This design comes from an exercise in tuning for small area and a short achievable clock period on the open sky130 flow, not from production work. At most, simulation tests tie the RTL to the original design; equivalence was not proved. The RTL of runs 4 and 5 was laid out without a check of its function. Power figures rest on the tool's default switching activity, not on a simulated workload.

==> flow/design.v <==
package riscv_pkg;
    localparam int xlen = 32;
    localparam logic [6:0] OPCODE_LOAD   = 7'b0000011;
    localparam logic [6:0] OPCODE_OP_IMM = 7'b0010011;
    localparam logic [6:0] OPCODE_STORE  = 7'b0100011;
    localparam logic [6:0] OPCODE_OP     = 7'b0110011;
    localparam logic [6:0] OPCODE_LUI    = 7'b0110111;
    localparam logic [6:0] OPCODE_BRANCH = 7'b1100011;
    typedef struct packed {
        logic [31:0] q0;        
        logic [31:4] q1;        
        logic        c4;        
        logic [7:1]  gg;        
        logic [7:1]  gp;        
        logic        ltx;       
        logic        brx;       
        logic [31:0] sh;        
        logic [1:0]  shamt;     
        logic [1:0]  shamt_n;   
        logic        fill;      
        logic        sel_sll;
        logic        sel_sr;
        logic        sel_lt;
        logic        br_eq;
        logic        br_lt;
        logic        br_inv;
    } stage_t;
endpackage
module g_inv (input logic a, output logic y);
    assign y = ~a;
endmodule
module g_nand2 (input logic a, input logic b, output logic y);
    assign y = ~(a & b);
endmodule
module g_nand3 (input logic a, input logic b, input logic c, output logic y);
    assign y = ~(a & b & c);
endmodule
module g_nor3 (input logic a, input logic b, input logic c, output logic y);
    assign y = ~(a | b | c);
endmodule
module g_nand4 (input logic a, input logic b, input logic c, input logic d, output logic y);
    assign y = ~(a & b & c & d);
endmodule
module g_nor2 (input logic a, input logic b, output logic y);
    assign y = ~(a | b);
endmodule
module g_aoi21 (input logic a1, input logic a2, input logic b, output logic y);
    assign y = ~((a1 & a2) | b);
endmodule
module g_oai21 (input logic a1, input logic a2, input logic b, output logic y);
    assign y = ~((a1 | a2) & b);
endmodule
module g_aoi22 (input logic a1, input logic a2, input logic b1, input logic b2, output logic y);
    assign y = ~((a1 & a2) | (b1 & b2));
endmodule
module g_xor2 (input logic a, input logic b, output logic y);
    assign y = a ^ b;
endmodule
module g_xnor2 (input logic a, input logic b, output logic y);
    assign y = ~(a ^ b);
endmodule
module g_a21boi (input logic a1, input logic a2, input logic bn, output logic y);
    assign y = ~((a1 & a2) | ~bn);
endmodule
module g_mux2i (input logic s, input logic a0, input logic a1, output logic y);
    assign y = ~(s ? a1 : a0);
endmodule
`timescale 1ns/1ps
module regfile #(
    parameter int data_width = 32
) (
    input  logic                  clk,
    input  logic                  arst_n,
    input  logic [4:0]            rs1_addr,
    input  logic [4:0]            rs2_addr,
    input  logic                  rs2_en,
    input  logic                  fwd1,
    input  logic                  fwd2,
    input  logic [data_width-1:0] fwd_data,
    input  logic [4:0]            wr_addr,
    input  logic                  wr_en,
    input  logic [data_width-1:0] wr_data,
    output logic [data_width-1:0] rs1_data,
    output logic [data_width-1:0] rs2_data
);
    logic [31:1] written;
    logic [31:1] we;
    logic [31:1] readable;
    logic [31:1] sel1, sel2;
    logic [data_width-1:0] regs [1:31];
    for (genvar r = 1; r < 32; r++) begin : g_reg
        assign we[r]        = wr_en && (wr_addr == 5'(r));
        assign readable[r]  = written[r] && !we[r];
        always_ff @(posedge clk or negedge arst_n) begin
            if (!arst_n) written[r] <= 1'b0;
            else if (we[r]) written[r] <= 1'b1;
        end
        always_ff @(posedge clk) begin
            if (we[r]) regs[r] <= wr_data;
        end
    end
    rf_dec rd1_dec (.addr(rs1_addr), .en(readable),  .sel(sel1));
    rf_dec rd2_dec (.addr(rs2_addr), .en(readable),  .sel(sel2));
    for (genvar i = 0; i < data_width; i++) begin : g_col
        logic [31:0] col;
        for (genvar r = 1; r < 32; r++) begin : g_bit
            assign col[r] = regs[r][i];
        end
        assign col[0] = fwd_data[i];
        rf_col rd1_col (.sel({sel1, fwd1}), .d(col), .en(1'b1),   .y(rs1_data[i]));
        rf_col rd2_col (.sel({sel2, fwd2}), .d(col), .en(rs2_en), .y(rs2_data[i]));
    end
endmodule
module rf_dec (
    input  logic [4:0]  addr,
    input  logic [31:1] en,
    output logic [31:1] sel
);
    logic [4:0] an;
    logic [3:0] hi;
    logic [7:0] lo;
    for (genvar i = 0; i < 5; i++) begin : g_an
        g_inv u (.a(addr[i]), .y(an[i]));
    end
    for (genvar h = 0; h < 4; h++) begin : g_hi
        g_nor2 u (.a(((h >> 1) & 1) ? an[4] : addr[4]), .b((h & 1) ? an[3] : addr[3]), .y(hi[h]));
    end
    for (genvar l = 0; l < 8; l++) begin : g_lo
        g_nor3 u (.a(((l >> 2) & 1) ? an[2] : addr[2]), .b(((l >> 1) & 1) ? an[1] : addr[1]),
                  .c((l & 1) ? an[0] : addr[0]), .y(lo[l]));
    end
    for (genvar r = 1; r < 32; r++) begin : g_sel
        logic sn;
        g_nand3 u_n (.a(hi[r >> 3]), .b(lo[r & 7]), .c(en[r]), .y(sn));
        g_inv   u_i (.a(sn), .y(sel[r]));
    end
endmodule
module rf_col (
    input  logic [31:0] sel,
    input  logic [31:0] d,
    input  logic        en,
    output logic        y
);
    logic [15:0] l1;
    logic [3:0]  l2;
    logic [1:0]  l3;
    for (genvar k = 0; k < 16; k++) begin : g_l1
        g_aoi22 u (.a1(sel[2*k]), .a2(d[2*k]), .b1(sel[2*k+1]), .b2(d[2*k+1]), .y(l1[k]));
    end
    for (genvar k = 0; k < 4; k++) begin : g_l2
        g_nand4 u (.a(l1[4*k]), .b(l1[4*k+1]), .c(l1[4*k+2]), .d(l1[4*k+3]), .y(l2[k]));
    end
    g_nor2  u_l3a (.a(l2[0]), .b(l2[1]), .y(l3[0]));
    g_nor2  u_l3b (.a(l2[2]), .b(l2[3]), .y(l3[1]));
    g_a21boi u_l4 (.a1(l3[0]), .a2(l3[1]), .bn(en), .y(y));
endmodule
`timescale 1ns/1ps
module decode_alu (
    input  logic [31:0]       a,           
    input  logic [31:0]       s2,          
    input  logic [31:0]       k,           
    input  logic [31:0]       imm,
    input  logic              sub,
    input  logic              sel_add,
    input  logic              lp,
    input  logic              lg,
    input  logic              lui,
    input  logic              sel_sll,
    input  logic              sel_sr,
    input  logic              sra,
    input  logic              lt_signed,
    input  logic              sel_lt,
    input  logic              br_eq,
    input  logic              br_lt,
    input  logic              br_inv,
    output riscv_pkg::stage_t st
);
    logic [31:0] t, p, pn, qn, gn, g, other_n;
    logic [31:0] s0n;             
    logic [31:4] s1n;             
    logic        subn;
    assign subn = ~sub;
    for (genvar i = 0; i < 32; i++) begin : g_pg
        g_xor2  u_t  (.a(s2[i]), .b(k[i]), .y(t[i]));
        g_nor2  u_qn (.a(a[i]), .b(t[i]), .y(qn[i]));
        g_nand2 u_gn (.a(a[i]), .b(t[i]), .y(gn[i]));
        if (i % 4 == 0) begin : g_pn
            g_xnor2 u_pn (.a(a[i]), .b(t[i]), .y(pn[i]));
        end else begin : g_npn
            assign pn[i] = 1'b0;    
        end
        g_xor2  u_p  (.a(a[i]), .b(t[i]), .y(p[i]));
        g_inv   u_g  (.a(gn[i]), .y(g[i]));
    end
    assign other_n = ~((p & {32{lp}}) | (g & {32{lg}}) | (imm & {32{lui}}));
    for (genvar b = 0; b < 8; b++) begin : g_grp
        logic [3:0] g1, p1, g2n, p2n;
        logic [3:0] pb, pnb, qnb, gnb;
        assign pb  = p[4*b +: 4];
        assign pnb = pn[4*b +: 4];
        assign qnb = qn[4*b +: 4];
        assign gnb = gn[4*b +: 4];
        assign g1[0] = g[4*b];
        assign p1[0] = pb[0];
        for (genvar j = 1; j < 4; j++) begin : g_l1
            g_oai21 u_g (.a1(qnb[j]), .a2(gnb[j-1]), .b(gnb[j]), .y(g1[j]));
            g_nor2  u_p (.a(qnb[j]), .b(qnb[j-1]), .y(p1[j]));
        end
        assign g2n[0] = gnb[0];
        assign p2n[0] = qnb[0];
        g_inv u_g2n1 (.a(g1[1]), .y(g2n[1]));
        g_inv u_p2n1 (.a(p1[1]), .y(p2n[1]));
        for (genvar j = 2; j < 4; j++) begin : g_l2
            g_aoi21 u_g (.a1(p1[j]), .a2(g1[j-2]), .b(g1[j]), .y(g2n[j]));
            g_nand2 u_p (.a(p1[j]), .b(p1[j-2]), .y(p2n[j]));
        end
        for (genvar j = 0; j < 4; j++) begin : g_sum
            localparam int I = 4*b + j;
            if (b == 0) begin : g_cin
                if (j == 0) begin : g_j0
                    g_xnor2 u_s (.a(pb[0]), .b(sub), .y(s0n[I]));
                end else if (j == 1) begin : g_j1
                    logic c;
                    g_oai21 u_c (.a1(qnb[0]), .a2(subn), .b(gnb[0]), .y(c));
                    g_xnor2 u_s (.a(pb[j]), .b(c), .y(s0n[I]));
                end else if (j == 2) begin : g_j2
                    logic cn;
                    g_aoi21 u_c (.a1(p1[1]), .a2(sub), .b(g1[1]), .y(cn));
                    g_xor2  u_s (.a(pb[j]), .b(cn), .y(s0n[I]));
                end else begin : g_j3
                    logic c;
                    g_oai21 u_c (.a1(p2n[2]), .a2(subn), .b(g2n[2]), .y(c));
                    g_xnor2 u_s (.a(pb[j]), .b(c), .y(s0n[I]));
                end
            end else begin : g_cs
                if (j == 0) begin : g_j0
                    assign s0n[I] = pnb[0];
                    assign s1n[I] = pb[0];
                end else if (j == 1) begin : g_j1
                    logic c1;
                    g_xor2  u_s0 (.a(pb[j]), .b(gnb[0]), .y(s0n[I]));
                    g_nand2 u_c1 (.a(gnb[0]), .b(qnb[0]), .y(c1));
                    g_xnor2 u_s1 (.a(pb[j]), .b(c1), .y(s1n[I]));
                end else if (j == 2) begin : g_j2
                    logic c1n;
                    g_xnor2 u_s0 (.a(pb[j]), .b(g1[1]), .y(s0n[I]));
                    g_nor2  u_c1 (.a(g1[1]), .b(p1[1]), .y(c1n));
                    g_xor2  u_s1 (.a(pb[j]), .b(c1n), .y(s1n[I]));
                end else begin : g_j3
                    logic c1;
                    g_xor2  u_s0 (.a(pb[j]), .b(g2n[2]), .y(s0n[I]));
                    g_nand2 u_c1 (.a(g2n[2]), .b(p2n[2]), .y(c1));
                    g_xnor2 u_s1 (.a(pb[j]), .b(c1), .y(s1n[I]));
                end
            end
        end
        if (b == 0) begin : g_c4
            g_oai21 u_c (.a1(p2n[3]), .a2(subn), .b(g2n[3]), .y(st.c4));
        end else begin : g_gp
            g_inv u_g (.a(g2n[3]), .y(st.gg[b]));
            g_inv u_p (.a(p2n[3]), .y(st.gp[b]));
        end
    end
    for (genvar i = 0; i < 32; i++) begin : g_q0
        g_mux2i u (.s(sel_add), .a0(other_n[i]), .a1(s0n[i]), .y(st.q0[i]));
    end
    for (genvar i = 4; i < 32; i++) begin : g_q1
        g_mux2i u (.s(sel_add), .a0(other_n[i]), .a1(s1n[i]), .y(st.q1[i]));
    end
    assign st.ltx = ~(lt_signed & (a[31] ^ ~t[31]));
    assign st.brx = st.ltx ^ br_inv;
    logic [31:0] x0, x1, x2, x3;
    logic        fill, fill_n;
    assign fill   = sra & a[31];
    assign fill_n = ~fill;
    for (genvar i = 0; i < 32; i++) begin : g_sh
        g_mux2i u0 (.s(sel_sll), .a0(a[i]), .a1(a[31-i]), .y(x0[i]));
        if (i + 16 < 32) begin : g_a
            g_mux2i u1 (.s(t[4]), .a0(x0[i]), .a1(x0[i+16]), .y(x1[i]));
        end else begin : g_b
            g_mux2i u1 (.s(t[4]), .a0(x0[i]), .a1(fill_n), .y(x1[i]));
        end
        if (i + 8 < 32) begin : g_c
            g_mux2i u2 (.s(t[3]), .a0(x1[i]), .a1(x1[i+8]), .y(x2[i]));
        end else begin : g_d
            g_mux2i u2 (.s(t[3]), .a0(x1[i]), .a1(fill), .y(x2[i]));
        end
        if (i + 4 < 32) begin : g_e
            g_mux2i u3 (.s(t[2]), .a0(x2[i]), .a1(x2[i+4]), .y(x3[i]));
        end else begin : g_f
            g_mux2i u3 (.s(t[2]), .a0(x2[i]), .a1(fill_n), .y(x3[i]));
        end
    end
    assign st.sh      = x3;
    assign st.shamt   = t[1:0];
    assign st.shamt_n = ~t[1:0];
    assign st.fill    = fill;
    assign st.sel_sll = sel_sll;
    assign st.sel_sr  = sel_sr;
    assign st.sel_lt  = sel_lt;
    assign st.br_eq   = br_eq;
    assign st.br_lt   = br_lt;
    assign st.br_inv  = br_inv;
endmodule
`timescale 1ns/1ps
module decode_ctrl (
    input  logic [31:0] inst,
    input  logic        inst_valid,
    input  logic        fwd_valid,    
    input  logic [4:0]  fwd_rd,
    output logic        wb,           
    output logic        rs2_en,       
    output logic        fwd1,         
    output logic        fwd2,         
    output logic [31:0] k,            
    output logic [31:0] imm,
    output logic        sub,          
    output logic        sel_add,
    output logic        lp,           
    output logic        lg,
    output logic        lui,
    output logic        sel_sll,
    output logic        sel_sr,
    output logic        sra,
    output logic        lt_signed,
    output logic        sel_lt,
    output logic        br_eq,
    output logic        br_lt,
    output logic        br_inv
);
    logic [6:0] opcode;
    logic [2:0] f3;
    logic       is_op, is_imm, is_load, is_store, is_br, arith;
    assign opcode = inst[6:0];
    assign f3     = inst[14:12];
    assign is_op    = opcode == riscv_pkg::OPCODE_OP;
    assign is_imm   = opcode == riscv_pkg::OPCODE_OP_IMM;
    assign lui      = opcode == riscv_pkg::OPCODE_LUI;
    assign is_load  = opcode == riscv_pkg::OPCODE_LOAD;
    assign is_store = opcode == riscv_pkg::OPCODE_STORE;
    assign is_br    = opcode == riscv_pkg::OPCODE_BRANCH;
    assign arith    = is_op || is_imm;
    assign wb = inst_valid && (inst[11:7] != 5'd0) && (arith || lui || is_load);
    assign rs2_en = is_op || is_br;
    assign fwd1   = fwd_valid && fwd_rd == inst[19:15];
    assign fwd2   = fwd_valid && fwd_rd == inst[24:20];
    assign sel_add   = (arith && f3 == 3'b000) || is_load || is_store;
    assign sel_sll   = arith && f3 == 3'b001;
    assign sel_sr    = arith && f3 == 3'b101;
    assign sra       = sel_sr && inst[30];
    assign sel_lt    = (arith && f3[2:1] == 2'b01) || (is_br && f3[2]);
    assign lt_signed = (arith && f3 == 3'b010) || (is_br && f3[2:1] == 2'b10);
    assign sub       = (is_op && f3 == 3'b000 && inst[30]) || sel_lt;
    assign lp        = (arith && (f3 == 3'b100 || f3 == 3'b110)) || (is_br && f3[2:1] == 2'b00);
    assign lg        = arith && f3[2:1] == 2'b11;
    assign br_eq     = is_br && f3[2:1] == 2'b00;
    assign br_lt     = is_br && f3[2];
    assign br_inv    = f3[0];
    always_comb begin
        if (lui)           imm = {inst[31:12], 12'b0};
        else if (is_store) imm = {{20{inst[31]}}, inst[31:25], inst[11:7]};
        else               imm = {{20{inst[31]}}, inst[31:20]};
    end
    assign k = rs2_en ? {32{sub}} : (imm ^ {32{sub}});
endmodule
`timescale 1ns/1ps
module alu_exec (
    input  riscv_pkg::stage_t st,
    output logic [31:0]       result,      
    output logic [31:0]       result_int,  
    output logic              taken
);
    logic [7:0] e_g, e_p, l1g_n, l1p_n, l2g, l2p, l3g_n;
    assign e_g = {st.gg, st.c4};
    assign e_p = {st.gp, 1'b0};
    g_inv u_l1g0 (.a(st.c4), .y(l1g_n[0]));
    assign l1p_n[0] = 1'b1;
    for (genvar k = 1; k < 8; k++) begin : g_l1
        g_aoi21 u_g (.a1(e_p[k]), .a2(e_g[k-1]), .b(e_g[k]), .y(l1g_n[k]));
        if (k >= 2) begin : g_p
            g_nand2 u_p (.a(e_p[k]), .b(e_p[k-1]), .y(l1p_n[k]));
        end else begin : g_p1
            assign l1p_n[k] = 1'b1;    
        end
    end
    assign l2g[0] = st.c4;
    g_inv u_l2g1 (.a(l1g_n[1]), .y(l2g[1]));
    assign l2p[1:0] = 2'b00;
    for (genvar k = 2; k < 8; k++) begin : g_l2
        g_oai21 u_g (.a1(l1p_n[k]), .a2(l1g_n[k-2]), .b(l1g_n[k]), .y(l2g[k]));
        g_nor2  u_p (.a(l1p_n[k]), .b(l1p_n[k-2]), .y(l2p[k]));
    end
    assign l3g_n[3:0] = 4'hf;    
    for (genvar k = 4; k < 8; k++) begin : g_l3
        g_aoi21 u_g (.a1(l2p[k]), .a2(l2g[k-4]), .b(l2g[k]), .y(l3g_n[k]));
    end
    logic c32;
    g_inv u_c32 (.a(l3g_n[7]), .y(c32));
    logic [31:0] sum_n;
    assign sum_n[3:0] = ~st.q0[3:0];
    for (genvar b = 1; b < 8; b++) begin : g_sel
        for (genvar j = 0; j < 4; j++) begin : g_bit
            localparam int I = 4*b + j;
            if (b == 1) begin : g_1
                g_mux2i u (.s(st.c4), .a0(st.q0[I]), .a1(st.q1[I]), .y(sum_n[I]));
            end else if (b == 2) begin : g_2
                g_mux2i u (.s(l1g_n[1]), .a0(st.q1[I]), .a1(st.q0[I]), .y(sum_n[I]));
            end else if (b < 5) begin : g_34
                g_mux2i u (.s(l2g[b-1]), .a0(st.q0[I]), .a1(st.q1[I]), .y(sum_n[I]));
            end else begin : g_57
                g_mux2i u (.s(l3g_n[b-1]), .a0(st.q1[I]), .a1(st.q0[I]), .y(sum_n[I]));
            end
        end
    end
    logic [31:0] y4, y5, shx_n;
    logic        fill_n;
    assign fill_n = ~st.fill;
    for (genvar i = 0; i < 32; i++) begin : g_sh
        logic a4, a5;
        assign a4 = (i + 2 < 32) ? st.sh[(i + 2) % 32] : st.fill;
        if (i < 16) begin : g_lo
            g_mux2i u4 (.s(st.shamt[1]), .a0(st.sh[i]), .a1(a4), .y(y4[i]));
            g_mux2i u5 (.s(st.shamt[0]), .a0(y4[i]), .a1(y4[i+1]), .y(y5[i]));
        end else begin : g_hi
            g_mux2i u4 (.s(st.shamt_n[1]), .a0(a4), .a1(st.sh[i]), .y(y4[i]));
            if (i + 1 < 32) begin : g_c
                g_mux2i u5 (.s(st.shamt_n[0]), .a0(y4[i+1]), .a1(y4[i]), .y(y5[i]));
            end else begin : g_d
                g_mux2i u5 (.s(st.shamt_n[0]), .a0(fill_n), .a1(y4[i]), .y(y5[i]));
            end
        end
    end
    for (genvar i = 0; i < 32; i++) begin : g_shx
        g_aoi22 u (.a1(st.sel_sr), .a2(y5[i]), .b1(st.sel_sll), .b2(y5[31-i]), .y(shx_n[i]));
    end
    logic lt, eq;
    assign lt = c32 ^ st.ltx;
    assign eq = ~|st.q0;
    for (genvar i = 1; i < 32; i++) begin : g_res
        g_nand2 u_out (.a(sum_n[i]), .b(shx_n[i]), .y(result[i]));
        g_nand2 u_int (.a(sum_n[i]), .b(shx_n[i]), .y(result_int[i]));
    end
    logic lt_n;
    assign lt_n = ~(st.sel_lt & lt);
    g_nand3 u_out0 (.a(sum_n[0]), .b(shx_n[0]), .c(lt_n), .y(result[0]));
    g_nand3 u_int0 (.a(sum_n[0]), .b(shx_n[0]), .c(lt_n), .y(result_int[0]));
    assign taken = (st.br_eq & (eq ^ st.br_inv)) | (st.br_lt & (c32 ^ st.brx));
endmodule
`timescale 1ns/1ps
module exec_core #(
    parameter int data_width = riscv_pkg::xlen
) (
    input  logic                  clk,
    input  logic                  arst_n,
    input  logic [31:0]           inst,
    input  logic                  inst_valid,
    output logic [data_width-1:0] result,
    output logic [4:0]            result_rd,
    output logic                  result_valid,
    output logic                  branch_taken
);
    logic [31:0] rs1_data, rs2_data, res, res_int, k, imm;
    logic        valid_q, wb_q, wb_d;
    logic [4:0]  rd_q;
    logic        rs2_en, fwd1, fwd2;
    logic        sub, sel_add, lp, lg, lui, sel_sll, sel_sr, sra;
    logic        lt_signed, sel_lt, br_eq, br_lt, br_inv;
    riscv_pkg::stage_t st_d, st_q;
    decode_ctrl decode_ctrl_inst (
        .inst       (inst),
        .inst_valid (inst_valid),
        .fwd_valid  (wb_q),
        .fwd_rd     (rd_q),
        .wb         (wb_d),
        .rs2_en     (rs2_en),
        .fwd1       (fwd1),
        .fwd2       (fwd2),
        .k          (k),
        .imm        (imm),
        .sub        (sub),
        .sel_add    (sel_add),
        .lp         (lp),
        .lg         (lg),
        .lui        (lui),
        .sel_sll    (sel_sll),
        .sel_sr     (sel_sr),
        .sra        (sra),
        .lt_signed  (lt_signed),
        .sel_lt     (sel_lt),
        .br_eq      (br_eq),
        .br_lt      (br_lt),
        .br_inv     (br_inv)
    );
    regfile #(.data_width(32)) regfile_inst (
        .clk      (clk),
        .arst_n   (arst_n),
        .rs1_addr (inst[19:15]),
        .rs2_addr (inst[24:20]),
        .rs2_en   (rs2_en),
        .fwd1     (fwd1),
        .fwd2     (fwd2),
        .fwd_data (res_int),
        .wr_addr  (rd_q),
        .wr_en    (wb_q),
        .wr_data  (res_int),
        .rs1_data (rs1_data),
        .rs2_data (rs2_data)
    );
    decode_alu decode_alu_inst (
        .a         (rs1_data),
        .s2        (rs2_data),
        .k         (k),
        .imm       (imm),
        .sub       (sub),
        .sel_add   (sel_add),
        .lp        (lp),
        .lg        (lg),
        .lui       (lui),
        .sel_sll   (sel_sll),
        .sel_sr    (sel_sr),
        .sra       (sra),
        .lt_signed (lt_signed),
        .sel_lt    (sel_lt),
        .br_eq     (br_eq),
        .br_lt     (br_lt),
        .br_inv    (br_inv),
        .st        (st_d)
    );
    always_ff @(posedge clk or negedge arst_n) begin
        if (!arst_n) begin
            valid_q <= 1'b0;
            wb_q    <= 1'b0;
        end else begin
            valid_q <= inst_valid;
            wb_q    <= wb_d;
        end
    end
    always_ff @(posedge clk) begin
        rd_q <= inst[11:7];
        st_q <= st_d;
    end
    alu_exec alu_exec_inst (
        .st     (st_q),
        .result     (res),
        .result_int (res_int),
        .taken      (branch_taken)
    );
    assign result       = res;
    assign result_rd    = rd_q;
    assign result_valid = valid_q;
endmodule
==> flow/flow/run.sh <==
#!/bin/bash
# Own layout flow: the standard layout (standard.sh) with these changes.
#  1. DONT_USE_CELLS adds the full and half adder cells (fa, ha) and the
#     clkdlybuf4s delay buffers to the platform's list (flow/dont_use.txt
#     holds the whole list), so synthesis maps adders to plain gates and
#     port buffering and repair use ordinary buffers.
#  2. After synthesis, a22oi_2 and a21oi_2 cells (what synthesis makes of
#     the design's single-gate modules) start at size 1, and the gates of
#     the register file's read decoders and columns get drive strengths
#     that suit their loads (flow/swap.tcl, rules in flow/settings.sh).
#  3. Clock tree synthesis without dummy loads, with small sink clusters
#     (flow/settings.sh).
#  4. Timing repair aims at a shorter period than the design's clock
#     (setup margin from flow/settings.sh) on all endpoints.
# Everything else (synthesis script, floorplan, power grid, placement,
# routing, the clock period and constraints) is the standard flow.
# Each tool's full output goes to a log file here (flow_*.log); ORFS also
# writes each step's log under orfs/logs/.
set -euo pipefail
source flow/settings.sh
du="$(cat flow/dont_use.txt)"
vars=("DONT_USE_CELLS=$du" "CTS_ARGS=$CTS_ARGS" "SETUP_SLACK_MARGIN=$MARGIN" "TNS_END_PERCENT=$TNS")
res="orfs/results/${FLOW_PLATFORM:-sky130hd}/exec_core/base"

bash standard.sh "${vars[@]}" synth > flow_synth.log 2>&1
ODB_IN="$res/1_synth.odb" ODB_OUT="$res/1_synth.odb" SWAP="$SWAP" SIZE="${SIZE:-}" \
  openroad -no_init -exit flow/swap.tcl > flow_swap.log 2>&1
touch "$res/1_synth.sdc"
bash standard.sh "${vars[@]}" finish > flow_finish.log 2>&1
==> flow/flow/dont_use.txt <==
sky130_fd_sc_hd__probe_p_8 sky130_fd_sc_hd__probec_p_8 sky130_fd_sc_hd__lpflow_bleeder_1 sky130_fd_sc_hd__lpflow_clkbufkapwr_1 sky130_fd_sc_hd__lpflow_clkbufkapwr_16 sky130_fd_sc_hd__lpflow_clkbufkapwr_2 sky130_fd_sc_hd__lpflow_clkbufkapwr_4 sky130_fd_sc_hd__lpflow_clkbufkapwr_8 sky130_fd_sc_hd__lpflow_clkinvkapwr_1 sky130_fd_sc_hd__lpflow_clkinvkapwr_16 sky130_fd_sc_hd__lpflow_clkinvkapwr_2 sky130_fd_sc_hd__lpflow_clkinvkapwr_4 sky130_fd_sc_hd__lpflow_clkinvkapwr_8 sky130_fd_sc_hd__lpflow_decapkapwr_12 sky130_fd_sc_hd__lpflow_decapkapwr_3 sky130_fd_sc_hd__lpflow_decapkapwr_4 sky130_fd_sc_hd__lpflow_decapkapwr_6 sky130_fd_sc_hd__lpflow_decapkapwr_8 sky130_fd_sc_hd__lpflow_inputiso0n_1 sky130_fd_sc_hd__lpflow_inputiso0p_1 sky130_fd_sc_hd__lpflow_inputiso1n_1 sky130_fd_sc_hd__lpflow_inputiso1p_1 sky130_fd_sc_hd__lpflow_inputisolatch_1 sky130_fd_sc_hd__lpflow_isobufsrc_1 sky130_fd_sc_hd__lpflow_isobufsrc_16 sky130_fd_sc_hd__lpflow_isobufsrc_2 sky130_fd_sc_hd__lpflow_isobufsrc_4 sky130_fd_sc_hd__lpflow_isobufsrc_8 sky130_fd_sc_hd__lpflow_isobufsrckapwr_16 sky130_fd_sc_hd__lpflow_lsbuf_lh_hl_isowell_tap_1 sky130_fd_sc_hd__lpflow_lsbuf_lh_hl_isowell_tap_2 sky130_fd_sc_hd__lpflow_lsbuf_lh_hl_isowell_tap_4 sky130_fd_sc_hd__lpflow_lsbuf_lh_isowell_4 sky130_fd_sc_hd__lpflow_lsbuf_lh_isowell_tap_1 sky130_fd_sc_hd__lpflow_lsbuf_lh_isowell_tap_2 sky130_fd_sc_hd__lpflow_lsbuf_lh_isowell_tap_4 sky130_fd_sc_hd__fa_1 sky130_fd_sc_hd__fa_2 sky130_fd_sc_hd__fa_4 sky130_fd_sc_hd__ha_1 sky130_fd_sc_hd__ha_2 sky130_fd_sc_hd__ha_4 sky130_fd_sc_hd__clkdlybuf4s15_1 sky130_fd_sc_hd__clkdlybuf4s15_2 sky130_fd_sc_hd__clkdlybuf4s18_1 sky130_fd_sc_hd__clkdlybuf4s18_2 sky130_fd_sc_hd__clkdlybuf4s25_1 sky130_fd_sc_hd__clkdlybuf4s25_2 sky130_fd_sc_hd__clkdlybuf4s50_1 sky130_fd_sc_hd__clkdlybuf4s50_2
==> flow/flow/settings.sh <==
# Settings read by flow/run.sh
CTS_ARGS="-sink_clustering_enable -repair_clock_nets -dont_use_dummy_load -sink_clustering_size 20 -sink_clustering_max_diameter 50 -buf_list {sky130_fd_sc_hd__clkbuf_4 sky130_fd_sc_hd__clkbuf_8}"
MARGIN=5.6
TNS=100
SWAP="sky130_fd_sc_hd__a22oi_2 sky130_fd_sc_hd__a22oi_1 sky130_fd_sc_hd__a21oi_2 sky130_fd_sc_hd__a21oi_1"
SIZE="*_dec.g_sel*.sn d sky130_fd_sc_hd__nand3_2
*_dec.g_sel*.sn s sky130_fd_sc_hd__inv_6
*_dec.g_hi*.u.y d sky130_fd_sc_hd__nor2_2
*_dec.g_lo*.u.y d sky130_fd_sc_hd__nor3_2
*_dec.an* d sky130_fd_sc_hd__inv_2
*_dec.g_an* d sky130_fd_sc_hd__inv_2"
==> flow/flow/swap.tcl <==
# Set the sizes of some cells in the synthesized design before the
# floorplan. SWAP lists pairs "from to" of masters with the same function:
# every instance of "from" becomes "to" (the single-gate modules start at
# their smallest size). SIZE lists triples "net-pattern role master": the
# driver (role d) or the sinks (role s) of each net whose name matches the
# pattern get that master (same function, another drive strength). The
# layout's repair steps resize further where timing needs it.
read_db $::env(ODB_IN)
set db [ord::get_db]
set block [ord::get_db_block]
proc master {name} {
  set m [$::db findMaster $name]
  if {$m eq "NULL" || $m eq ""} { error "no master $name" }
  return $m
}
set map [dict create]
foreach {from to} [expr {[info exists ::env(SWAP)] ? $::env(SWAP) : ""}] { dict set map $from $to }
set n 0
foreach inst [$block getInsts] {
  set m [[$inst getMaster] getName]
  if {[dict exists $map $m]} {
    $inst swapMaster [master [dict get $map $m]]
    incr n
  }
}
puts "swapped $n instances"
set rules [expr {[info exists ::env(SIZE)] ? $::env(SIZE) : ""}]
foreach {pat role to} $rules {
  set k 0
  set nm [master $to]
  foreach net [$block getNets] {
    if {![string match $pat [$net getName]]} continue
    foreach it [$net getITerms] {
      set want [expr {$role eq "d" ? [$it isOutputSignal] : [$it isInputSignal]}]
      if {!$want} continue
      set inst [$it getInst]
      set old [[$inst getMaster] getName]
      # only the same function: the names must agree up to the drive suffix
      regsub {_[0-9]+$} $old "" of
      regsub {_[0-9]+$} $to "" nf
      if {$of ne $nf} { puts "skip $old on [$net getName]"; continue }
      $inst swapMaster $nm
      incr k
    }
  }
  puts "rule $pat $role $to: $k instances"
}
write_db $::env(ODB_OUT)
==> flow/standard.sh <==
#!/bin/bash
# synth_recipe.tcl (not shown) runs the flow's synth.tcl, then flattens the netlist and writes it again
# the make line also repeats each setting of config.mk as NAME=value (left out here)
make -C /OpenROAD-flow-scripts/flow DESIGN_CONFIG=/design/flow/config.mk WORK_HOME=/design/flow/orfs CLKGATE_MAP_FILE= SYNTH_SCRIPT=/design/flow/synth_recipe.tcl "${@:-finish}"
==> flow/config.mk <==
export PLATFORM = sky130hd
export DESIGN_NAME = exec_core
export DESIGN_NICKNAME = exec_core
export VERILOG_FILES = /design/flow/design.v
export SDC_FILE = /design/flow/constraint.sdc
export NUM_CORES = 8
export LEC_CHECK = 0
export CAP_MARGIN = 20
export CORE_MARGIN = 2
export CORE_UTILIZATION = 40
export PLACE_DENSITY = 0.6
export SETUP_SLACK_MARGIN = 5
export SLEW_MARGIN = 20
export SYNTH_HIERARCHICAL = 1
export SYNTH_MINIMUM_KEEP_SIZE = 0
export TNS_END_PERCENT = 100
==> flow/constraint.sdc <==
create_clock -name core_clock -period 10.0 [get_ports {clk}]
set_input_delay 2.0000 -clock core_clock [delete_from_list [all_inputs] [get_ports {clk}]]
set_output_delay 2.0000 -clock core_clock [all_outputs]
set_load 0.01 [all_outputs]
==> results.txt, run 1 <==
cell count after synthesis=3899; final core area utilization=a little under half; count of input and output buffers=73; first-pass iteration count of the detailed router=8; detailed-route vias per instance=6.669; Worst path top cell family by delay=simple AND/OR/NAND/NOR gates; mean instance size in the synthesized netlist=13.58 um2; FP Rows=around 130; All-Layer GR Usage=between 20 and 30%; maximum net fanout on the critical path=32; data required time of the critical path=10.70 ns; clock tree from TritonCTS=yes; Worst R2R Setup Slack=around 5.6 ns; routability-driven placement congestion ratio=1.000; unrepaired setup endpoints after global routing=yes; final period utilization=45.47%; maximum level of the CTS H-tree=3; count of clock tree sinks=1150; die boundary height=367.8 um; Post-Route WL=206.6 mm; Fin Clk Skew=0.09013 ns; clock tree root buffer cell=sky130_fd_sc_hd__clkbuf_8; Largest stage delay, worst path=0.64 ns; post-layout total power=about 8.2 mW; area overhead of the layout relative to synthesis=16.04%; quantity of hold-fixing buffers added after cts=0; worst reg2reg endpoint=st_q[63]; Antenna Nets Post-Route=0; cell area after layout=0.06142 mm2; Worst Setup End Kind=flop; warning count from the yosys run=10; leakage=17.69 nW; count of pins over their slew limit=0; fraction of layout cells with a size suffix above 1=a little over 20%; Setup-failing EPs final=0; clock insertion delay at the later pin of the skew report=0.87 ns; most common cell after layout, fill and taps aside=sky130_fd_sc_hd__a22oi_1; number of failing hold endpoints at the final stage=0; reported max-cap violation count=0; sum of net half-perimeters after detailed placement=129.9 mm; DRC=0; commonest cells after routing, fill and taps aside=sky130_fd_sc_hd__a22oi_1, sky130_fd_sc_hd__edfxtp_1, sky130_fd_sc_hd__nand4_1; nets=4393; number of fill cells in the layout=11640; data arrival at the endpoint of the critical path=5.25 ns; starting utilization of the core area=40.26%; maximum count of clock buffers along a single path=3; relative slew slack=21.67%; count of vias placed by the detailed router=~41000; post-place instance area=0.05595 mm2; total gr overflow=0; initial antenna violation count=2; post-synthesis instance area=0.05293 mm2; average wire length per cell after detail routing=33.75 um; crit path time final=4.547 ns; Num CTS Buffers=between 100 and 150; Slowest cell on crit path=sky130_fd_sc_hd__nor2_1; worst setup path startpoint=inst[15]; critical setup path kind=in -> reg; Top cell by count, worst path=sky130_fd_sc_hd__mux2i_1; startpoint type of the worst setup path=input port; count of pins on the block boundary=74; area of the die=0.1353 mm2; launching point of the worst reg2reg path=rd_q[4]; maximum clock rate=between 200 and 250 MHz; worst setup path endpoint=st_q[34]; list of cells traversed by the critical path=clkbuf_4 > inv_6 > nor3_4 > buf_6 > nand3_2 > inv_8 > a22oi_1 > nand4_1 > nor2_1 > a21boi_4 > buf_1 > mux2i_1 > mux2i_1 > mux2i_1 > mux2i_1; Iteration-0 DRC Markers=6680; clock transition at the registers of the reported paths=0.07 ns; type of the tightest min-delay check=reg -> reg; worst vdd ir=0.08457 mV; Critical Path Stages=15; actual transition at the worst max-transition pin=about 1.2 ns; width of the die=367.8 um; maximum number of pins on one net before global-route repair=65; placeable core region=about 0.13 mm2; wire length of the first global-routing pass=277.6 mm; number of buffers and inverters on the critical path=5; length in cells of the worst reg-to-reg path=16; setup TNS=0 ns; cell area power density=133.2 mW/mm2; outcome=no timing/DRC/antenna violations; number of global-route vias before repair=37209
layout make-up:
cell class,instances,area (um2),area share [%]
timing repair buffer,344,2211,3.600
sequential,1150,33150,53.98
inverter,137,977.2,1.591
clock buffer,115,1583,2.577
tap,1755,2196,3.575
antenna,9,22.52,0.03667
timing repair inverter,9,78.83,0.1283
multi-input combinational,2601,21200,34.51
worst min-delay path by stage:
stage | start | endpoint | depth (start not counted)
finish | regfile_inst.written[28] | regfile_inst.written[28] | 1
global route | regfile_inst.written[5] | regfile_inst.written[5] | 1
CTS | regfile_inst.written[28] | regfile_inst.written[28] | 1
detailed placement | regfile_inst.written[1] | regfile_inst.written[1] | 2
global placement | regfile_inst.written[1] | regfile_inst.written[1] | 2
floorplan | regfile_inst.written[1] | regfile_inst.written[1] | 2
flip-flops by register name, summed over array words and instances, names as in the netlist:
| name | count |
|---|---|
| rd_q | 5 |
| st_q | 120 |
| wb_q | 1 |
| regfile_inst.regs | 992 |
| regfile_inst.written | 31 |
| valid_q | 1 |
per-stage QoR:
step                cells  setup slack [ns]  hold WS, ns
finish               6120             5.453       0.4733
global route         6112             5.492       0.4921
CTS                  6003             5.504       0.4736
detailed placement   5793             3.194       0.4629
global placement     5791             3.266       0.4522
floorplan            3930             4.888       0.4365
what timing repair did:
action | 4_1_cts | 5_1_grt
gates cloned | 4 | 9
resized for setup | 285 | 290
endpoints found under the setup margin | 168 | 132
pin swaps | 57 | 112
setup buffers | 91 | 94
metal layers:
layer / GRT usage (%) / wire (um)
met3: 8.307 / 25740
met1: 37.99 / 78210
met4: 16.22 / 13540
met5: 0 / 13
met2: 42.28 / 89050
power breakdown:
group	switching (mW)	total [mW]	leakage, nW	internal (mW)
clock	1.55	2.57	0.827	1.01
combinational	0.278	0.426	8.51	0.148
sequential	0.0245	5.19	8.36	5.16
total	1.86	8.18	17.7	6.32
==> run 2, diff against run 1 <==
--- a/flow/flow/settings.sh
+++ b/flow/flow/settings.sh
@@ -1,5 +1,5 @@
 # Settings read by flow/run.sh
 CTS_ARGS="-sink_clustering_enable -repair_clock_nets -dont_use_dummy_load -sink_clustering_size 20 -sink_clustering_max_diameter 50 -buf_list {sky130_fd_sc_hd__clkbuf_4 sky130_fd_sc_hd__clkbuf_8}"
-MARGIN=5.6
+MARGIN=5.5
 TNS=100
 SWAP="sky130_fd_sc_hd__a22oi_2 sky130_fd_sc_hd__a22oi_1 sky130_fd_sc_hd__a21oi_2 sky130_fd_sc_hd__a21oi_1"
--- a/flow/config.mk
+++ b/flow/config.mk
@@ -8,6 +8,6 @@
 export CAP_MARGIN = 20
 export CORE_MARGIN = 2
-export CORE_UTILIZATION = 40
-export PLACE_DENSITY = 0.6
+export CORE_UTILIZATION = 50
+export PLACE_DENSITY = 0.65
 export SETUP_SLACK_MARGIN = 5
 export SLEW_MARGIN = 20
==> run 2 against run 1 <==
Compared with the run above:
- still clean on timing, DRC and antenna
- critical path depth decreased by 1
- setup slack lost 0.15 ns
- final area decreased by 2.6%
- register-to-register slack got worse by 0.12 ns
- clock skew increased by 0.050 ns
- critical path type unchanged
==> results.txt, run 2 <==
warning count from the yosys run=10 (unchanged); die boundary height=329.4 um (-10%); final period utilization=46.94% (+1.5 points); commonest cells after routing, fill and taps aside=sky130_fd_sc_hd__a22oi_1, sky130_fd_sc_hd__edfxtp_1, sky130_fd_sc_hd__mux2i_1; post-layout total power=8.115 mW (-0.78%); outcome=no timing/DRC/antenna violations; Post-Route WL=200.0 mm (-3.2%); clock insertion delay at the later pin of the skew report=0.87 ns (about the same); clock network power share=31.0% (-0.4 points); maximum net fanout on the critical path=32 (unchanged); detailed-route vias per instance=7.112 (+6.6%); Iteration-0 DRC Markers=6919 (+3.6%); cell area power density=135.7 mW/mm2 (+1.9%); first-pass iteration count of the detailed router=9 (+1); count of vias placed by the detailed router=40426 (-0.96%); post-synthesis instance area=0.05293 mm2 (unchanged); DRC=0 (unchanged); crit path time final=4.694 ns (+0.1467 ns); length in cells of the worst reg-to-reg path=13 (-3); setup TNS=0 ns (unchanged); FP Rows=119 (-11%); All-Layer GR Usage=35.79% (+7.1 points); area of the die=0.1085 mm2 (-20%); count of pins on the block boundary=74 (unchanged); nets=4320 (-1.7%); total gr overflow=0 (unchanged); wire length of the first global-routing pass=273.5 mm (-1.5%); mean instance size in the synthesized netlist=13.58 um2 (unchanged); count of input and output buffers=73 (unchanged); reported max-cap violation count=0 (unchanged); area overhead of the layout relative to synthesis=12.98%; data required time of the critical path=10.65 ns (-0.05 ns); quantity of hold-fixing buffers added after cts=0 (unchanged); number of fill cells in the layout=8587 (-26%); actual transition at the worst max-transition pin=1.167 ns (-0.008360 ns); leakage=17.35 nW (-2.0%); hold path depth=2 (+1); maximum level of the CTS H-tree=3 (unchanged); final core area utilization=56.89% (+10 points); unrepaired setup endpoints after global routing=yes; Power Internal=6.318 mW (about the same); fraction of layout cells with a size suffix above 1=18.14% (-2.3 points); maximum count of clock buffers along a single path=3 (unchanged); sequential share of power=63.9% (+0.5 points); data arrival at the endpoint of the critical path=5.34 ns (+0.09 ns); number of flip-flops under the largest register name=992 (unchanged); routability-driven placement congestion ratio=1.041 (+4.0%); Sequential cell area=0.03314 mm2 (about the same); maximum number of pins on one net before global-route repair=61 (-6.2%); clock transition at the registers of the reported paths=0.05 ns (-0.02 ns); count of pins over their slew limit=0 (unchanged); most common cell after layout, fill and taps aside=sky130_fd_sc_hd__a22oi_1; count of clock tree sinks=1150 (unchanged); starting utilization of the core area=50.35% (+10 points); Place WS=3.285 ns (+0.09129 ns); maximum clock rate=213.0 MHz (-3.1%); clock tree root buffer cell=sky130_fd_sc_hd__clkbuf_8; share of total power consumed by net switching=22.15% (-0.54 points); Num CTS Buffers=115 (unchanged); number of failing hold endpoints at the final stage=0 (unchanged); Setup-failing EPs final=0 (unchanged); placeable core region=0.1051 mm2 (-20%); Largest stage delay, worst path=0.62 ns (-0.02 ns); Top cell by count, worst path=sky130_fd_sc_hd__mux2i_1; cell count after synthesis=3899 (unchanged); critical setup path kind=in -> reg; NetSw=1.797 mW (-3.2%); largest reg by FF count=regfile_inst.regs; type of the tightest min-delay check=reg -> reg; Worst Setup End Kind=flop; combinational share of power=5.1% (about the same); sum of net half-perimeters after detailed placement=128.3 mm (-1.2%); average wire length per cell after detail routing=35.19 um (+4.3%); Slowest cell on crit path=sky130_fd_sc_hd__nor2_1; clock tree from TritonCTS=yes; Multi-input gate area=0.02062 mm2 (-2.7%); initial antenna violation count=11 (+9); Fin Clk Skew=0.1399 ns (+0.04976 ns); registers with the highest flip-flop counts=regfile_inst.regs: 992 flops, st_q: 120 flops, regfile_inst.written: 31 flops; Antenna Nets Post-Route=0 (unchanged); startpoint type of the worst setup path=input port; relative slew slack=22.23% (+0.56 points); number of global-route vias before repair=36893 (-0.85%); width of the die=329.4 um (-10%); worst vdd ir=0.1040 mV (+23%); list of cells traversed by the critical path=clkbuf_4 > inv_2 > nor3_4 > buf_6 > nand3_2 > inv_8 > a22oi_1 > nand4_1 > nor2_1 > a21boi_2 > mux2i_1 > mux2i_1 > mux2i_1 > mux2i_1; Worst Setup Slack, final=5.306 ns (-0.1467 ns)
## run 2: final timing paths
kind                                         start                 endpoint  slack [ns]
min                        regfile_inst.written[1]  regfile_inst.written[1]        0.47
max                                       inst[16]                 st_q[22]        5.31
max reg2reg                                rd_q[4]                 st_q[22]        5.45
min in group asynchronous                   arst_n  regfile_inst.written[2]        1.31
min reg2reg                regfile_inst.written[1]  regfile_inst.written[1]        0.47
max in group asynchronous                   arst_n  regfile_inst.written[9]        7.98
## run 2: cell type report
class	instances	area share [%]
Tap cell	1391	2.910
Timing Repair inverter	2	0.03766
Inverter	137	1.563
Clock buffer	115	2.647
Timing Repair Buffer	279	2.904
Antenna cell	10	0.04184
Multi-Input combinational cell	2600	34.49
Sequential cell	1150	55.41
## run 2: through the flow
| step | hold slack (ns) | instance area, um2 | cells |
|---|---|---|---|
| after global routing | 0.4872 | 59780 | 5675 |
| after floorplan | 0.4365 | 53190 | 3930 |
| after global placement | 0.4567 | 55520 | 5431 |
| after detailed placement | 0.4560 | 55570 | 5434 |
| after CTS | 0.4743 | 58320 | 5614 |
| final | 0.4741 | 59800 | 5684 |
## run 2: power groups by stage
stage	Combinational, mW	Sequential (mW)	Clock [mW]
after floorplan	0.211	5.29	0
after global placement	0.330	5.29	0
after detailed placement	0.332	5.29	0
after CTS	0.364	5.19	2.54
after global routing	0.432	5.19	2.70
final	0.415	5.19	2.52
## run 2: layer usage
layer / part of all wire [%] / vias up / GRT usage (%)
li1: - / 16743 / -
met1: 37 / 20110 / 48.24
met2: 43 / 3111 / 51.90
met3: 14 / 462 / 11.94
met4: 6.2 / 0 / 17.80
met5: 0 / - / 0
## run 2: what timing repair did
item,in CTS,in global routing
pin swaps,40,80
resized for setup,177,239
setup endpoints to repair,147,117
cloned,3,3
buffers inserted,62,56
## run 2: worst max-delay path: cells and delay by family
family / cells / cell delay (ns)
simple gates: 4 / 1.11
buf+inv: 4 / 0.70
mux: 4 / 0.93
compound gates: 2 / 0.54
==> run 3, diff against run 2 <==
--- a/flow/flow/run.sh
+++ b/flow/flow/run.sh
@@ -13,4 +13,6 @@
 #  4. Timing repair aims at a shorter period than the design's clock
 #     (setup margin from flow/settings.sh) on all endpoints.
+#  5. Optionally (BUFFER_PORTS_ARGS in flow/settings.sh) the port buffers
+#     start at a given cell; every input and output still gets one.
 # Everything else (synthesis script, floorplan, power grid, placement,
 # routing, the clock period and constraints) is the standard flow.
@@ -21,4 +23,5 @@
 du="$(cat flow/dont_use.txt)"
 vars=("DONT_USE_CELLS=$du" "CTS_ARGS=$CTS_ARGS" "SETUP_SLACK_MARGIN=$MARGIN" "TNS_END_PERCENT=$TNS")
+if [[ -n "${BUFFER_PORTS_ARGS:-}" ]]; then vars+=("BUFFER_PORTS_ARGS=$BUFFER_PORTS_ARGS"); fi
 res="orfs/results/${FLOW_PLATFORM:-sky130hd}/exec_core/base"
 
--- a/flow/flow/settings.sh
+++ b/flow/flow/settings.sh
@@ -10,2 +10,3 @@
 *_dec.an* d sky130_fd_sc_hd__inv_2
 *_dec.g_an* d sky130_fd_sc_hd__inv_2"
+BUFFER_PORTS_ARGS="-buffer_cell sky130_fd_sc_hd__buf_4"
--- a/flow/config.mk
+++ b/flow/config.mk
@@ -8,6 +8,6 @@
 export CAP_MARGIN = 20
 export CORE_MARGIN = 2
-export CORE_UTILIZATION = 50
-export PLACE_DENSITY = 0.65
+export CORE_UTILIZATION = 40
+export PLACE_DENSITY = 0.6
 export SETUP_SLACK_MARGIN = 5
 export SLEW_MARGIN = 20
==> run 3 against run 2 <==
Compared with the run above:
- global-route usage down 7.2 points
- setup slack better by 0.12 ns
- wire length up 0.69%
- combinational power down 4%
==> results.txt, run 3 <==
outcome=no timing/DRC/antenna violations; FP Rows=133 (+12%); most common cell after layout, fill and taps aside=sky130_fd_sc_hd__a22oi_1; routability-driven placement congestion ratio=0.9896 (-4.9%); setup TNS=0 ns (unchanged); registers with the highest flip-flop counts=regfile_inst.regs: 992 flops, st_q: 120 flops, regfile_inst.written: 31 flops; total gr overflow=0 (unchanged); detailed-route vias per instance=6.678 (-6.1%); crit path time final=4.572 ns (-0.1225 ns); area of the die=0.1353 mm2 (+25%); count of pins over their slew limit=0 (unchanged); number of flip-flops under the largest register name=992 (unchanged); maximum clock rate=218.7 MHz (+2.7%); sequential share of power=64.0% (about the same); All-Layer GR Usage=28.56% (-7.2 points); startpoint type of the worst setup path=input port; leakage=17.18 nW (-0.93%); nets=4288 (-0.74%); average wire length per cell after detail routing=33.47 um (-4.9%); length in cells of the worst reg-to-reg path=12 (-1); number of fill cells in the layout=11724 (+37%); clock network power share=31.1% (about the same); warning count from the yosys run=10 (unchanged); Setup-failing EPs final=0 (unchanged); cell area power density=135.3 mW/mm2 (-0.32%); width of the die=367.8 um (+12%); Sequential cell area=0.03314 mm2 (about the same); area overhead of the layout relative to synthesis=13.13%; first-pass iteration count of the detailed router=9 (unchanged); data required time of the critical path=10.68 ns (+0.03 ns); critical setup path kind=in -> reg; mean instance size in the synthesized netlist=13.58 um2 (unchanged); relative slew slack=20.13% (-2.1 points); Worst R2R Setup Slack=5.60 ns (+0.15 ns); Worst Setup End Kind=flop; final period utilization=45.72% (-1.2 points); cell count after synthesis=3899 (unchanged); largest reg by FF count=regfile_inst.regs; sum of net half-perimeters after detailed placement=129.3 mm (+0.74%); count of vias placed by the detailed router=40176 (-0.62%); die boundary height=367.8 um (+12%); quantity of hold-fixing buffers added after cts=0 (unchanged); clock tree root buffer cell=sky130_fd_sc_hd__clkbuf_8; data arrival at the endpoint of the critical path=5.25 ns (-0.09 ns); count of clock tree sinks=1150 (unchanged); maximum count of clock buffers along a single path=3 (unchanged); share of total power consumed by net switching=22.38% (+0.23 points); Post-Route WL=201.4 mm (+0.69%); DRC=0 (unchanged); Fin Clk Skew=0.08670 ns (-0.05318 ns); hold path depth=1 (-1); clock tree from TritonCTS=yes; placeable core region=0.1315 mm2 (+25%); commonest cells after routing, fill and taps aside=sky130_fd_sc_hd__a22oi_1, sky130_fd_sc_hd__edfxtp_1, sky130_fd_sc_hd__nand4_1; fraction of layout cells with a size suffix above 1=18.00% (-0.15 points); number of failing hold endpoints at the final stage=0 (unchanged); post-synthesis instance area=0.05293 mm2 (unchanged); clock transition at the registers of the reported paths=0.07 ns (+0.02 ns); post-layout total power=8.100 mW (-0.19%); Power Internal=6.287 mW (-0.49%); final core area utilization=45.55% (-11 points); NetSw=1.813 mW (+0.84%); worst vdd ir=0.08431 mV (-19%); Iteration-0 DRC Markers=7058 (+2.0%); unrepaired setup endpoints after global routing=yes; hold_sp=regfile_inst.written[13]; Antenna Nets Post-Route=0 (unchanged); reported max-cap violation count=0 (unchanged); Num CTS Buffers=112 (-2.6%); maximum number of pins on one net before global-route repair=58 (-4.9%); starting utilization of the core area=40.26% (-10 points); destination of the worst hold path=regfile_inst.written[13]; combinational share of power=4.9% (-0.2 points); maximum level of the CTS H-tree=3 (unchanged); actual transition at the worst max-transition pin=1.198 ns (+0.03145 ns); clock insertion delay at the later pin of the skew report=0.88 ns (about the same); Multi-input gate area=0.02041 mm2 (-1.0%); launching point of the worst reg2reg path=rd_q[4]; count of input and output buffers=73 (unchanged); worst reg2reg endpoint=st_q[29]; number of global-route vias before repair=37118 (+0.61%); type of the tightest min-delay check=reg -> reg; maximum net fanout on the critical path=32 (unchanged); count of pins on the block boundary=74 (unchanged); initial antenna violation count=4 (-7); wire length of the first global-routing pass=276.1 mm (+0.94%)
-- run 3: power by group through the flow --
stage	Combinational (mW)	Sequential (mW)	Clock (mW)
6_report	0.400	5.18	2.52
5_1_grt	0.416	5.18	2.72
2_1_floorplan	0.211	5.29	0
3_5_place_dp	0.342	5.29	0
3_3_place_gp	0.340	5.29	0
4_1_cts	0.369	5.18	2.55
-- run 3: layout make-up --
cell class	instances	area share (%)
timing repair buffer	251	2.775
clock buffer	112	2.574
antenna	10	0.04179
tap	1755	3.667
inverter	137	1.515
multi-input combinational	2601	34.08
sequential	1150	55.34
-- run 3: stage by stage --
step	cells	instance area (um2)	worst slack, ns	hold slack [ns]
after floorplan	3930	53190	4.888	0.4365
after detailed placement	5797	56230	3.456	0.4583
after global placement	5797	56220	3.424	0.4479
after global routing	6009	59860	5.404	0.4933
after CTS	5972	58990	5.471	0.4725
final	6016	59880	5.428	0.4744
-- run 3: how the worst max path moves through the flow --
stage / start / end / slack (ns) / cells after the start
global placement: inst[21] / st_q[22] / 3.42 / 14
finish: inst[16] / st_q[105] / 5.43 / 13
detailed placement: inst[21] / st_q[32] / 3.46 / 14
floorplan: inst[21] / st_q[62] / 4.89 / 13
global route: st_q[8] / result[16] / 5.40 / 7
CTS: st_q[9] / result[16] / 5.47 / 6
-- run 3: timing repair --
item / CTS / global route
setup endpoints to repair: 144 / 122
gates resized for setup: 183 / 136
pin swaps: 23 / 39
buffers inserted: 61 / 29
cloned: 2 / 2
-- run 3: routing by layer --
layer  share of wire, %  routed length [um]  GRT usage [%]
met5                  0                   0              0
met4                6.1               12300          15.78
met3                 12               24890          6.892
met2                 43               87030          41.72
met1                 38               77170          39.06
-- run 3: critical path, cell delays in order --
cell and delay, ns:
sky130_fd_sc_hd__buf_4 0.21, sky130_fd_sc_hd__inv_2 0.13, sky130_fd_sc_hd__nor3_2 0.19, sky130_fd_sc_hd__buf_2 0.28
sky130_fd_sc_hd__nand3_2 0.15, sky130_fd_sc_hd__inv_6 0.30, sky130_fd_sc_hd__a22oi_1 0.13, sky130_fd_sc_hd__nand4_1 0.31
sky130_fd_sc_hd__nor2_2 0.18, sky130_fd_sc_hd__a21boi_2 0.51, sky130_fd_sc_hd__xor2_1 0.23, sky130_fd_sc_hd__a222oi_1 0.44
sky130_fd_sc_hd__mux2i_1 0.14
==> run 4, diff against run 3 <==
--- a/flow/design.v
+++ b/flow/design.v
@@ -63,4 +63,7 @@
     assign y = ~((a1 & a2) | ~bn);
 endmodule
+module g_aoi221 (input logic a1, input logic a2, input logic b1, input logic b2, input logic c, output logic y);
+    assign y = ~((a1 & a2) | (b1 & b2) | c);
+endmodule
 module g_mux2i (input logic s, input logic a0, input logic a1, output logic y);
     assign y = ~(s ? a1 : a0);
@@ -193,5 +196,9 @@
         g_inv   u_g  (.a(gn[i]), .y(g[i]));
     end
-    assign other_n = ~((p & {32{lp}}) | (g & {32{lg}}) | (imm & {32{lui}}));
+    logic [31:0] il;
+    assign il = imm & {32{lui}};
+    for (genvar i = 0; i < 32; i++) begin : g_oth
+        g_aoi221 u (.a1(p[i]), .a2(lp), .b1(g[i]), .b2(lg), .c(il[i]), .y(other_n[i]));
+    end
     for (genvar b = 0; b < 8; b++) begin : g_grp
         logic [3:0] g1, p1, g2n, p2n;
--- a/flow/flow/run.sh
+++ b/flow/flow/run.sh
@@ -13,6 +13,4 @@
 #  4. Timing repair aims at a shorter period than the design's clock
 #     (setup margin from flow/settings.sh) on all endpoints.
-#  5. Optionally (BUFFER_PORTS_ARGS in flow/settings.sh) the port buffers
-#     start at a given cell; every input and output still gets one.
 # Everything else (synthesis script, floorplan, power grid, placement,
 # routing, the clock period and constraints) is the standard flow.
@@ -23,5 +21,4 @@
 du="$(cat flow/dont_use.txt)"
 vars=("DONT_USE_CELLS=$du" "CTS_ARGS=$CTS_ARGS" "SETUP_SLACK_MARGIN=$MARGIN" "TNS_END_PERCENT=$TNS")
-if [[ -n "${BUFFER_PORTS_ARGS:-}" ]]; then vars+=("BUFFER_PORTS_ARGS=$BUFFER_PORTS_ARGS"); fi
 res="orfs/results/${FLOW_PLATFORM:-sky130hd}/exec_core/base"
 
--- a/flow/flow/settings.sh
+++ b/flow/flow/settings.sh
@@ -10,3 +10,5 @@
 *_dec.an* d sky130_fd_sc_hd__inv_2
 *_dec.g_an* d sky130_fd_sc_hd__inv_2"
-BUFFER_PORTS_ARGS="-buffer_cell sky130_fd_sc_hd__buf_4"
+SIZE="$SIZE
+*_col.g_l2*.u.y d sky130_fd_sc_hd__nand4_2
+*_col.l3* d sky130_fd_sc_hd__nor2_2"
==> run 4 against run 3 <==
Compared with the run above:
- critical path depth is the same
- combinational power about the same
- first-iteration DRC count shrank 23%
- sequential power about the same
- sequential share of layout area shrank 2.0 points
- critical endpoint is now st_q[12]
- largest power group unchanged
==> results.txt, run 4 <==
maximum clock rate=216.1 MHz (-1.2%); leakage=17.37 nW (+1.1%); nets=4340 (+1.2%); final hold slack=0.4689 ns (-0.005591 ns); worst vdd ir=0.09489 mV (+13%); Power Internal=6.329 mW (+0.67%); largest reg by FF count=regfile_inst.regs; cell area power density=131.5 mW/mm2 (-2.8%); mean instance size in the synthesized netlist=14.05 um2 (+3.5%); clock network power share=31.5% (+0.4 points); count of clock tree sinks=1150 (unchanged); warning count from the yosys run=10 (unchanged); number of global-route vias before repair=37379 (+0.70%); clock tree root buffer cell=sky130_fd_sc_hd__clkbuf_8; die boundary height=375.3 um (+2.1%); routability-driven placement congestion ratio=1.018 (+2.8%); registers with the highest flip-flop counts=regfile_inst.regs: 992 flops, st_q: 120 flops, regfile_inst.written: 31 flops; data required time of the critical path=10.69 ns (about the same); worst setup path startpoint=inst[15]; fraction of layout cells with a size suffix above 1=25.19% (+7.2 points); commonest cells after routing, fill and taps aside=sky130_fd_sc_hd__a22oi_1, sky130_fd_sc_hd__edfxtp_1, sky130_fd_sc_hd__mux2i_1; number of failing hold endpoints at the final stage=0 (unchanged); outcome=no timing/DRC/antenna violations; most common cell after layout, fill and taps aside=sky130_fd_sc_hd__a22oi_1; average wire length per cell after detail routing=33.46 um (about the same); combinational share of power=4.9% (about the same); worst reg2reg endpoint=st_q[25]; count of pins on the block boundary=74 (unchanged); width of the die=375.3 um (+2.1%); relative slew slack=22.54% (+2.4 points); Setup-failing EPs final=0 (unchanged); unrepaired setup endpoints after global routing=yes; clock insertion delay at the later pin of the skew report=0.88 ns (about the same); count of input and output buffers=73 (unchanged); maximum net fanout on the critical path=32 (unchanged); placeable core region=0.1372 mm2 (+4.3%); post-place instance area=0.05834 mm2 (+3.8%); sequential share of power=63.5% (-0.5 points); setup TNS=0 ns (unchanged); area overhead of the layout relative to synthesis=12.58%; length in cells of the worst reg-to-reg path=14 (+2); Worst Setup End Kind=flop; maximum level of the CTS H-tree=3 (unchanged); clock tree from TritonCTS=yes; Post-Route WL=204.2 mm (+1.4%); Fin Clk Skew=0.1071 ns (+0.02039 ns); maximum number of pins on one net before global-route repair=66 (+14%); maximum count of clock buffers along a single path=3 (unchanged); critical setup path kind=in -> reg; final period utilization=46.28% (+0.57 points); Num CTS Buffers=117 (+4.5%); reported max-cap violation count=0 (unchanged); NetSw=1.834 mW (+1.2%); clock transition at the registers of the reported paths=0.07 ns (about the same); sum of net half-perimeters after detailed placement=132.9 mm (+2.8%); DRC=0 (unchanged); cell count after synthesis=3925 (+0.67%); worst setup path endpoint=st_q[12]; Worst R2R Setup Slack=5.58 ns (-0.02 ns); starting utilization of the core area=40.21% (-0.053 points); detailed-route vias per instance=6.461 (-3.3%); count of pins over their slew limit=0 (unchanged); count of vias placed by the detailed router=39432 (-1.9%); FP Rows=136 (+2.3%); Antenna Nets Post-Route=0 (unchanged); number of flip-flops under the largest register name=992 (unchanged); cell area after layout=0.06209 mm2 (+3.7%); wire length of the first global-routing pass=280.1 mm (+1.4%); Iteration-0 DRC Markers=5443 (-23%); launching point of the worst reg2reg path=rd_q[4]; startpoint type of the worst setup path=input port; post-synthesis instance area=0.05515 mm2 (+4.2%); crit path time final=4.628 ns (+0.05679 ns); final core area utilization=45.27% (-0.28 points); Place WS=3.440 ns (-0.01607 ns); actual transition at the worst max-transition pin=1.162 ns (-0.03610 ns); first-pass iteration count of the detailed router=8 (-1); number of fill cells in the layout=12253 (+4.5%); Worst Setup Slack, final=5.372 ns (-0.05679 ns); total gr overflow=0 (unchanged); All-Layer GR Usage=28.03% (-0.53 points); type of the tightest min-delay check=reg -> reg; share of total power consumed by net switching=22.47% (+0.091 points); data arrival at the endpoint of the critical path=5.32 ns (+0.07 ns); initial antenna violation count=3 (-1); area of the die=0.1409 mm2 (+4.1%)
run 4: how the worst min path moves through the flow:
stage | slack [ns] | cells after the start | from | endpoint
after detailed placement | 0.46 | 2 | regfile_inst.written[1] | regfile_inst.written[1]
final | 0.47 | 2 | regfile_inst.written[1] | regfile_inst.written[1]
after floorplan | 0.44 | 2 | regfile_inst.written[1] | regfile_inst.written[1]
after CTS | 0.47 | 2 | regfile_inst.written[1] | regfile_inst.written[1]
after global routing | 0.49 | 2 | regfile_inst.written[3] | regfile_inst.written[3]
after global placement | 0.45 | 2 | regfile_inst.written[3] | regfile_inst.written[3]
run 4: final cells by class:
class,instances,area [um2],share of cell area (%)
Sequential cell,1150,33140,53.38
Inverter,137,890.9,1.435
Tap cell,1794,2245,3.615
Multi-Input combinational cell,2631,22630,36.45
Timing Repair Buffer,268,1555,2.505
Clock buffer,117,1610,2.594
Antenna cell,6,15.01,0.02418
run 4: metrics by stage:
stage | cells | power [mW]
global route | 6098 | 8.385
global placement | 5867 | 5.634
CTS | 6045 | 8.182
floorplan | 3956 | 5.508
finish | 6103 | 8.164
detailed placement | 5868 | 5.636
run 4: metal layers:
layer,GRT usage [%],part of all wire (%)
met4,15.63,6.2
met2,42.12,44
met3,7.169,11
met1,36.87,39
met5,0.8576,0.081
run 4: repair_timing:
action	CTS	global route
setup buffers	58	47
pin swaps	23	24
setup endpoints to repair	143	114
gates resized for setup	157	119
cloned	2	0
hold buffers	0	0
run 4: critical path, stage by stage:
cell and delay (ns):
sky130_fd_sc_hd__buf_1 0.14, sky130_fd_sc_hd__buf_2 0.25, sky130_fd_sc_hd__nor3_2 0.45, sky130_fd_sc_hd__nand3_2 0.19, sky130_fd_sc_hd__inv_6 0.32, sky130_fd_sc_hd__a22oi_1 0.18
sky130_fd_sc_hd__nand4_2 0.24, sky130_fd_sc_hd__nor2_2 0.15, sky130_fd_sc_hd__a21boi_2 0.33, sky130_fd_sc_hd__mux2i_1 0.25, sky130_fd_sc_hd__mux2i_1 0.39, sky130_fd_sc_hd__mux2i_1 0.14
sky130_fd_sc_hd__mux2i_1 0.25
run 4: power groups by stage:
stage	combinational, mW	sequential, mW	clock [mW]
after CTS	0.374	5.19	2.62
after floorplan	0.223	5.29	0
final	0.402	5.19	2.57
after detailed placement	0.343	5.29	0
after global routing	0.421	5.19	2.78
after global placement	0.341	5.29	0
==> run 5, diff against run 4 <==
--- a/flow/flow/settings.sh
+++ b/flow/flow/settings.sh
@@ -10,5 +10,2 @@
 *_dec.an* d sky130_fd_sc_hd__inv_2
 *_dec.g_an* d sky130_fd_sc_hd__inv_2"
-SIZE="$SIZE
-*_col.g_l2*.u.y d sky130_fd_sc_hd__nand4_2
-*_col.l3* d sky130_fd_sc_hd__nor2_2"
==> run 5 against run 4 <==
Compared with the run above:
- setup slack gained 0.059 ns
- non-clock buffer count is 29 higher
- still clean on timing, DRC and antenna
- critical path depth increased by 3
- clock skew down 0.011 ns
- combinational power is 6.0% higher
- via count up 2.1%
- count of clock-buffer cells in the layout down 4
- cell count is 0.18% lower
- sequential share of layout area grew 0.97 points
- global-route usage up 0.87 points
- final area shrank 1.8%
- sequential power about the same
==> results.txt, run 5 <==
cell area power density=133.7 mW/mm2 (+1.7%); count of pins over their slew limit=0 (unchanged); hold path depth=2 (unchanged); initial antenna violation count=5 (+2); count of pins on the block boundary=74 (unchanged); Iteration-0 DRC Markers=5811 (+6.8%); type of the tightest min-delay check=reg -> reg; post-synthesis instance area=0.05323 mm2 (-3.5%); GRT met3 Usage=7.944% (+0.78 points); clock insertion delay at the later pin of the skew report=0.87 ns (about the same); detailed-route vias per instance=6.607 (+2.3%); Setup-failing EPs final=0 (unchanged); starting utilization of the core area=40.39% (+0.18 points); critical setup path kind=in -> reg; final period utilization=45.69% (-0.59 points); routability-driven placement congestion ratio=1.011 (-0.64%); die boundary height=368.8 um (-1.7%); final hold slack=0.4755 ns (+0.006669 ns); clock transition at the registers of the reported paths=0.09 ns (+0.02 ns); fraction of met2 tracks used by global routing=42.19% (+0.062 points); number of global-route vias before repair=37486 (+0.29%); first-pass iteration count of the detailed router=8 (unchanged); outcome=no timing/DRC/antenna violations; placeable core region=0.1318 mm2 (-3.9%); cell count after synthesis=3925 (unchanged); warning count from the yosys run=10 (unchanged); Antenna Nets Post-Route=0 (unchanged); registers with the highest flip-flop counts=regfile_inst.regs: 992 flops, st_q: 120 flops, regfile_inst.written: 31 flops; Num CTS Buffers=113 (-3.4%); reported max-cap violation count=0 (unchanged); area overhead of the layout relative to synthesis=14.56%; post-layout total power=8.151 mW (-0.16%); fraction of layout cells with a size suffix above 1=18.95% (-6.2 points); relative slew slack=18.40% (-4.1 points); leakage=17.46 nW (+0.53%); crit path time final=4.569 ns (-0.05919 ns); list of cells traversed by the critical path=clkbuf_4 > inv_2 > nor3_4 > buf_6 > nand3_2 > inv_6 > a22oi_1 > nand4_1 > nor2_1 > a21boi_2 > nor2_1 > nor2_1 > a21oi_2 > nand2_1 > xnor2_1 > mux2i_1; GR Layer Usage met1=38.57% (+1.7 points); data required time of the critical path=10.72 ns (+0.03 ns); Worst path top cell family by delay=simple AND/OR/NAND/NOR gates; commonest cells after routing, fill and taps aside=sky130_fd_sc_hd__a22oi_1, sky130_fd_sc_hd__edfxtp_1, sky130_fd_sc_hd__nand4_1; FP Rows=133 (-2.2%); worst vdd ir=0.1129 mV (+19%); Post-Route WL=203.5 mm (-0.33%); largest reg by FF count=regfile_inst.regs; setup TNS=0 ns (unchanged); number of buffers and inverters on the critical path=4 (+1); startpoint type of the worst setup path=input port; Top cell by count, worst path=sky130_fd_sc_hd__nor2_1
run 5: changes by cell type in the layout (fill, tap and decap cells not counted), sizes merged:
| cell | change |
|---|---|
| and3 | +1 |
| diode | -1 |
| xor2 | +1 |
| inv | +1 |
| buf | +19 |
| clkbuf | +6 |
| clkinv | +1 |
run 5: metal layers:
layer,routed length (um),vias to the layer above
met3,24920,403
met4,13020,4
li1,-,16827
met1,78220,20309
met5,23,-
met2,87310,2708
run 5: worst paths after layout:
kind	from	end	slack, ns
max	inst[17]	st_q[71]	5.43
min	regfile_inst.written[3]	regfile_inst.written[3]	0.48
max reg2reg	rd_q[4]	st_q[67]	5.52
min reg2reg	regfile_inst.written[3]	regfile_inst.written[3]	0.48
max in group asynchronous	arst_n	regfile_inst.written[5]	7.95
min in group asynchronous	arst_n	valid_q	1.32
run 5: worst min-delay path: cells and delay by family, from the launching register on:
family,cells,cell delay [ns]
DFF,1,0.34
buffers and inverters,1,0.04
AOI/OAI and AO/OA,1,0.05
run 5: cell type report:
cell class                 count  area, um2
antenna                        5      12.51
clock buffer                 113       1555
fill                       11768      70820
inverter                     137      940.9
multi-input combinational   2633      21160
sequential                  1150      33140
tap                         1755       2196
timing repair buffer         297       1949
timing repair inverter         2      20.02
run 5: repair_timing:
action | 4_1_cts | 5_1_grt
resized for setup | 255 | 191
hold buffers | 0 | 0
cloned | 4 | 2
endpoints found under the setup margin | 145 | 129
buffers inserted | 68 | 66
pin swaps | 36 | 71
run 5: metrics by stage:
step           instances  area [um2]  utilization (%)
2_1_floorplan       3956       53500                -
3_3_place_gp        5828       56320            42.73
3_5_place_dp        5831       56370            42.77
4_1_cts             6016       59590            45.21
5_1_grt             6088       60970            46.26
6_report            6092       60980            46.27
run 5: where the power goes:
group | total, mW | switching [mW] | internal (mW)
logic | 0.426 | 0.278 | 0.148
clock network | 2.54 | 1.55 | 0.996
registers | 5.18 | 0.0212 | 5.16

Re-timed with assumed drivers on the ports (clkbuf_16 on the clock, buf_2 on other inputs), run 5 has 5.365 ns of setup slack against 5.431 ns with ideal ports, and 4.579 ns once port delays also move by the mid clock arrival of 0.904 ns.
